Context: an optimization exercise on an open-source flow, tuned for small area, a short achievable clock period and few clock cycles. The choices shown serve that exercise and are no tape-out recipe. RTL that was checked went through simulation tests only; none was proved equivalent to the original. Power is estimated from default activity; no workload was simulated.

// wasm_code_stream_parser
module wasm_code_stream_parser #(
    parameter int MAX_DEPTH = wcsp_pkg::MAX_DEPTH_DEFAULT
) (
    input  wire logic                aclk,
    input  wire logic                aresetn,
    input  wire logic                s_valid,
    output logic                     s_ready,
    input  wire logic [8:0]          s_data,
    output logic                     m_valid,
    input  wire logic                m_ready,
    output logic      [117:0]        m_data
);
clock: 8.5 ns
lec_check: 0
abc_clock_period_in_ps: 2500
cap_margin: 20
core_margin: 2
core_utilization: 40
setup_slack_margin: 5
slew_margin: 20
run.sh (not shown) runs the stock make flow with config.mk's settings and CLKGATE_MAP_FILE= SYNTH_SCRIPT=/design/flow/synth_recipe.tcl, a recipe that flattens the netlist after the stock synthesis.
Edit:
--- a/flow/design.v
+++ b/flow/design.v
@@ -84,33 +84,30 @@
 `default_nettype wire
 `timescale 1ns / 1ps
 `default_nettype none
 module wcsp_level_stack #(
     parameter int MAX_DEPTH = wcsp_pkg::MAX_DEPTH_DEFAULT
 ) (
     input  wire logic aclk,
-    input  wire logic upd,
     input  wire logic en,
     input  wire logic up,
     input  wire logic down,
     input  wire logic push_if,
     output logic      top_if
 );
-    logic [MAX_DEPTH-1:0] lvl, lvl_d, below, above;
-    logic                 s_up, s_dn, s_hold;
-    assign below  = {lvl[MAX_DEPTH-2:0], push_if};
-    assign above  = {1'b0, lvl[MAX_DEPTH-1:1]};
-    assign s_up   = en & up;
-    assign s_dn   = en & !up & down;
-    assign s_hold = !en | (!up & !down);
-    assign lvl_d  = ({MAX_DEPTH{s_up}} & below) | ({MAX_DEPTH{s_dn}} & above) |
-                    ({MAX_DEPTH{s_hold}} & {lvl[MAX_DEPTH-1:1], lvl[0] & !en});
+    logic [MAX_DEPTH-1:0] lvl;
     always_ff @(posedge aclk) begin
-        if (upd) begin
-            lvl <= lvl_d;
+        if (en) begin
+            if (up) begin
+                lvl <= {lvl[MAX_DEPTH-2:0], push_if};
+            end else if (down) begin
+                lvl <= {1'b0, lvl[MAX_DEPTH-1:1]};
+            end else begin
+                lvl[0] <= 1'b0;
+            end
         end
     end
     assign top_if = lvl[0];
 endmodule
 `default_nettype wire
 `timescale 1ns / 1ps
 `default_nettype none
@@ -177,14 +174,15 @@
     logic [7:0]      op_reg;
     logic [DW-1:0]   depth_reg, depth_next;
     logic            err_reg;
     logic            m_valid_reg;
     logic [3:0]      kind_reg, kind_next;
     logic [2:0]      ecode_reg, ecode_next;
     logic            fin_reg, fin_next;
+    logic            kmem_reg;
     logic [7:0]      b;
     logic            rs;
     logic [DW-1:0]   cur_depth;
     logic            upd;
     logic            emit;
     assign b   = bd_reg[8:1];
     assign rs  = bd_reg[0];
@@ -328,16 +326,15 @@
         end
         fin_next = c_opc & is_end & !dep_nz;
     end
     wcsp_level_stack #(
         .MAX_DEPTH (MAX_DEPTH)
     ) u_stack (
         .aclk    (aclk),
-        .upd     (upd),
-        .en      (push | pop | clr_top),
+        .en      ((push | pop | clr_top) && upd),
         .up      (cm[O_BT]),
         .down    (is_end),
         .push_if (op_reg == 8'h04),
         .top_if  (top_if)
     );
     always_ff @(posedge aclk) begin
         if (!aresetn) begin
@@ -360,29 +357,19 @@
     end
     always_ff @(posedge aclk) begin
         if (upd) begin
             acc_reg <= acc_next;
             mo_reg  <= mo_next;
             cnt_reg <= cnt_next;
             if (c_opc) op_reg <= b;
+        end
+        if (upd && emit) begin
             kind_reg  <= kind_next;
             ecode_reg <= ecode_next;
             fin_reg   <= fin_next;
-        end
-    end
-    logic k_mem_a, k_mem_b;
-    logic [3:0] kmem_q;
-    assign k_mem_a = cm[O_OFF] & !b[7] & !leb_bad;
-    assign k_mem_b = cm[O_OFF] & !leb_bad;
-    always_ff @(posedge aclk) begin
-        if (upd) begin
-            kmem_q[0] <= k_mem_a;
-            kmem_q[1] <= !k_mem_a;
-            kmem_q[2] <= k_mem_b;
-            kmem_q[3] <= !k_mem_b;
+            kmem_reg  <= (kind_next == wcsp_pkg::KIND_MEMARG);
         end
     end
     assign m_valid = m_valid_reg;
-    assign m_data  = {op_reg, kind_reg, acc_reg, mo_reg[31:24] & {8{kmem_q[0]}}, mo_reg[23:16] & {8{!kmem_q[1]}},
-                      mo_reg[15:8] & {8{kmem_q[2]}}, mo_reg[7:0] & {8{!kmem_q[3]}}, 6'(depth_reg), ecode_reg, fin_reg};
+    assign m_data  = {op_reg, kind_reg, acc_reg, mo_reg & {32{kmem_reg}}, 6'(depth_reg), ecode_reg, fin_reg};
 endmodule
 `default_nettype wire
Outcome: Power falls by about 1%. Setup slack gets worse by 0.0067 ns. Sequential power falls by about 4%. Non-clock buffer count rises by 11. Synthesized cell count falls by 2.3%. First-iteration DRC count falls by 24%. Design area stays flat. Critical path depth falls by 4. Area after synthesis falls by about 1.9%. Core utilization rises by 1.4 points. Register-to-register slack gets worse by 0.12 ns. Worst hold slack gets better by 0.043 ns. Via count falls by 0.47%.
Testbench counts after the change, summed over its fixed seeds: cycles 33,140.
No functional check of the RTL was part of the first run of this note.


Another version of the RTL of wasm_code_stream_parser (not shown whole).
Size: roughly 130 I/O pins, ~12,000 um2 of cells after synthesis.
==> flow/config.mk <==
export PLATFORM = sky130hd
export DESIGN_NAME = wasm_code_stream_parser
export DESIGN_NICKNAME = wasm_code_stream_parser
export VERILOG_FILES = /design/flow/design.v
export SDC_FILE = /design/flow/constraint.sdc
export NUM_CORES = 4
export LEC_CHECK = 0
export ABC_CLOCK_PERIOD_IN_PS = 2500
export CAP_MARGIN = 20
export CORE_MARGIN = 2
export CORE_UTILIZATION = 40
export SETUP_SLACK_MARGIN = 5
export SLEW_MARGIN = 20
==> flow/constraint.sdc <==
create_clock -name core_clock -period 8.5 [get_ports {aclk}]
set_input_delay 1.7000 -clock core_clock [delete_from_list [all_inputs] [get_ports {aclk}]]
set_output_delay 1.7000 -clock core_clock [all_outputs]
set_load 0.01 [all_outputs]
standard.sh (not shown) runs the stock make flow with config.mk's settings and CLKGATE_MAP_FILE= SYNTH_SCRIPT=/design/flow/synth_recipe.tcl, a recipe that flattens the netlist after the stock synthesis.
==> flow/flow/run.sh <==
#!/bin/bash
set -euo pipefail
MARGIN=5.8
sed -e "s/SETUP_SLACK_MARGIN=[0-9.]*/SETUP_SLACK_MARGIN=$MARGIN/" standard.sh > standard_margin.sh
grep -q "SETUP_SLACK_MARGIN=$MARGIN" standard_margin.sh
bash standard_margin.sh > standard.log 2>&1
Edit:
--- a/flow/design.v
+++ b/flow/design.v
@@ -164,26 +164,26 @@
             bd_reg <= sv_reg ? sd_reg : s_data;
         end
         if (in_acc) begin
             sd_reg <= s_data;
         end
     end
     logic [NM-1:0]   mode_reg, cm, nm;
     logic [63:0]     acc_reg, acc_next;
-    logic [31:0]     aux_reg, aux_next;
     logic [31:0]     mo_reg, mo_next;
     logic [3:0]      cnt_reg, cnt_next;
     logic [7:0]      op_reg;
     logic [DW-1:0]   depth_reg, depth_next;
     logic            err_reg;
     logic            m_valid_reg;
     logic [3:0]      kind_reg, kind_next;
     logic [2:0]      ecode_reg, ecode_next;
     logic            fin_reg, fin_next;
+    logic            kmem_reg;
     logic [7:0]      b;
     logic            rs;
     logic [DW-1:0]   cur_depth;
     logic            upd;
     logic            emit;
     assign b   = bd_reg[8:1];
     assign rs  = bd_reg[0];
     assign adv = bv_reg && (!m_valid_reg || m_ready);
@@ -229,46 +229,48 @@
             pad_bad = (b[6:0] != 7'h00) && (b[6:0] != 7'h7F);
         else if (c_sgn)
             pad_bad = (b[6:3] != 4'h0) && (b[6:3] != 4'hF);
         else
             pad_bad = (b[6:4] != 3'd0);
         leb_bad = c_leb && leb_last && (b[7] || pad_bad);
         fill    = c_sgn && b[6];
     end
-    logic acc_clr, mo_clr;
+    logic acc_clr;
     always_comb begin
         acc_clr = c_opc | leb_bad | (c_res & (b != 8'd0)) |
                   (cm[O_BT] & !(btype_ok & !cur_depth[DW-1]));
-        mo_clr  = c_opc | leb_bad;
         for (int i = 0; i < 64; i++) begin
             acc_next[i] = acc_reg[i];
             if (acc_clr)                             acc_next[i] = 1'b0;
-            else if (c_leb & !cm[O_OFF]) begin
+            else if (c_leb & !cm[O_OFF] & !cm[O_TCNT]) begin
                 if (i >= 32 && !c_l64)               acc_next[i] = 1'b0;
                 else if (cnt_reg == 4'(i / 7))       acc_next[i] = b[i % 7];
                 else if (cnt_reg < 4'(i / 7))        acc_next[i] = fill;
             end else if (c_raw) begin
                 if (cnt_reg == 4'(i / 8))            acc_next[i] = b[i % 8];
                 else if (cnt_reg < 4'(i / 8))        acc_next[i] = 1'b0;
             end
         end
-        for (int i = 0; i < 32; i++) begin
-            mo_next[i] = mo_reg[i];
-            if (mo_clr)                              mo_next[i] = 1'b0;
-            else if (cm[O_OFF]) begin
-                if (cnt_reg == 4'(i / 7))            mo_next[i] = b[i % 7];
-                else if (cnt_reg < 4'(i / 7))        mo_next[i] = 1'b0;
+        if (cm[O_TLAB]) begin
+            mo_next = (!b[7]) ? mo_reg - 32'd1 : mo_reg;
+        end else begin
+            for (int i = 0; i < 32; i++) begin
+                mo_next[i] = mo_reg[i];
+                if (cm[O_OFF] | cm[O_TCNT]) begin
+                    if (cnt_reg == 4'(i / 7))        mo_next[i] = b[i % 7];
+                    else if (cnt_reg < 4'(i / 7))    mo_next[i] = 1'b0;
+                end
             end
         end
     end
     logic leb_nz;
-    assign leb_nz = (b[6:0] != 7'd0) || ((cnt_reg != 4'd0) && (acc_reg[31:0] != 32'd0));
+    assign leb_nz = (b[6:0] != 7'd0) || ((cnt_reg != 4'd0) && (mo_reg != 32'd0));
     logic aux_one;
-    assign aux_one = (aux_reg == 32'd1);
+    assign aux_one = (mo_reg == 32'd1);
     logic push, pop, clr_top, top_if;
     logic dep_nz;
     assign dep_nz = (cur_depth != '0);
     always_comb begin
         logic b7, lend;
         b7   = b[7];
         lend = c_leb & !b7;
         nm[O_OPC]    = (c_opc & !nb_any) | cm[O_BT] | c_res | (c_f & f_last) |
@@ -285,22 +287,16 @@
         nm[O_F64]    = (c_opc & nb_f64)    | (cm[O_F64] & !f_last);
         nm[O_BT]     = c_opc & nb_bt;
         nm[O_TCNT]   = (c_opc & nb_tcnt)   | (cm[O_TCNT] & b7);
         nm[O_TLAB]   = (cm[O_TCNT] & !b7 & leb_nz) | (cm[O_TLAB] & b7) |
                        (cm[O_TLAB] & !b7 & !aux_one);
         nm[O_TDEF]   = (cm[O_TCNT] & !b7 & !leb_nz) | (cm[O_TLAB] & !b7 & aux_one) |
                        (cm[O_TDEF] & b7);
         cnt_next = (c_opc | lend) ? 4'd0 : cnt_reg + 4'd1;
-        if (cm[O_TCNT])
-            aux_next = acc_next[31:0];
-        else if (cm[O_TLAB] & !b7)
-            aux_next = aux_reg - 32'd1;
-        else
-            aux_next = aux_reg;
         push    = cm[O_BT] & btype_ok & !cur_depth[DW-1];
         pop     = c_opc & is_end & dep_nz;
         clr_top = c_opc & is_else & dep_nz & top_if;
         if (push)      depth_next = cur_depth + 1'b1;
         else if (pop)  depth_next = cur_depth - 1'b1;
         else           depth_next = cur_depth;
         emit = (c_opc & !nb_any) | cm[O_BT] | c_res | (c_f & f_last) | leb_bad |
                (lend & (cm[O_IDX] | cm[O_OFF] | cm[O_TLAB] | cm[O_TDEF] | cm[O_I32] | cm[O_I64]));
@@ -357,23 +353,23 @@
             end else if (m_ready) begin
                 m_valid_reg <= 1'b0;
             end
         end
     end
     always_ff @(posedge aclk) begin
         if (upd) begin
             acc_reg <= acc_next;
-            aux_reg <= aux_next;
             mo_reg  <= mo_next;
             cnt_reg <= cnt_next;
             if (c_opc) op_reg <= b;
         end
         if (upd && emit) begin
             kind_reg  <= kind_next;
             ecode_reg <= ecode_next;
             fin_reg   <= fin_next;
+            kmem_reg  <= (kind_next == wcsp_pkg::KIND_MEMARG);
         end
     end
     assign m_valid = m_valid_reg;
-    assign m_data  = {op_reg, kind_reg, acc_reg, mo_reg, 6'(depth_reg), ecode_reg, fin_reg};
+    assign m_data  = {op_reg, kind_reg, acc_reg, mo_reg & {32{kmem_reg}}, 6'(depth_reg), ecode_reg, fin_reg};
 endmodule
 `default_nettype wire
- worst setup slack gets worse by 0.25 ns
- sequential cell count decreases by 31
- non-clock buffer count decreases by 15
- critical path depth increases by 3
- cell area decreases by roughly a tenth
- power decreases by a quarter to a third
Testbench counts after the change, summed over its fixed seeds: cycles 33,140.
No functional check of the RTL was part of the first run of this note.

[what the ideal ports hide]
The results above use ideal ports. As a check the final layouts listed here were re-extracted and re-timed, cells and wires unchanged. Step 1 sets driving cells, clkbuf_16 on the clock port and buf_2 on the other inputs (assumed; they add their load-dependent delay and slew). Step 2 adds t to the input delays and takes it off the output delays; t is the mean of the earliest and latest rising clock arrival at the registers after step 1. Input paths then give back, and output paths get back, about the clock's delay inside the block. Slacks: ideal ports / drivers / drivers and shift; pairs: ideal ports / drivers.
| run | t (ns) | setup WS [ns] | clock arrival spread, ns |
|---|---|---|---|
| the first run of note 1 | 0.480 | 5.070 / 5.067 / 4.604 | 0.013 / 0.014 |
| the second run of note 1 | 0.483 | 5.064 / 5.015 / 4.662 | 0.011 / 0.011 |
| the first run of note 2 | 0.588 | 5.598 / 5.545 / 5.198 | 0.018 / 0.018 |
| the second run of note 2 | 0.489 | 5.351 / 5.300 / 5.040 | 0.012 / 0.013 |
After both steps setup and hold are still met in every run listed. For the first run of note 1, which loses most, drivers alone change the setup slack by -0.003 ns; drivers and shift together by -0.466 ns.
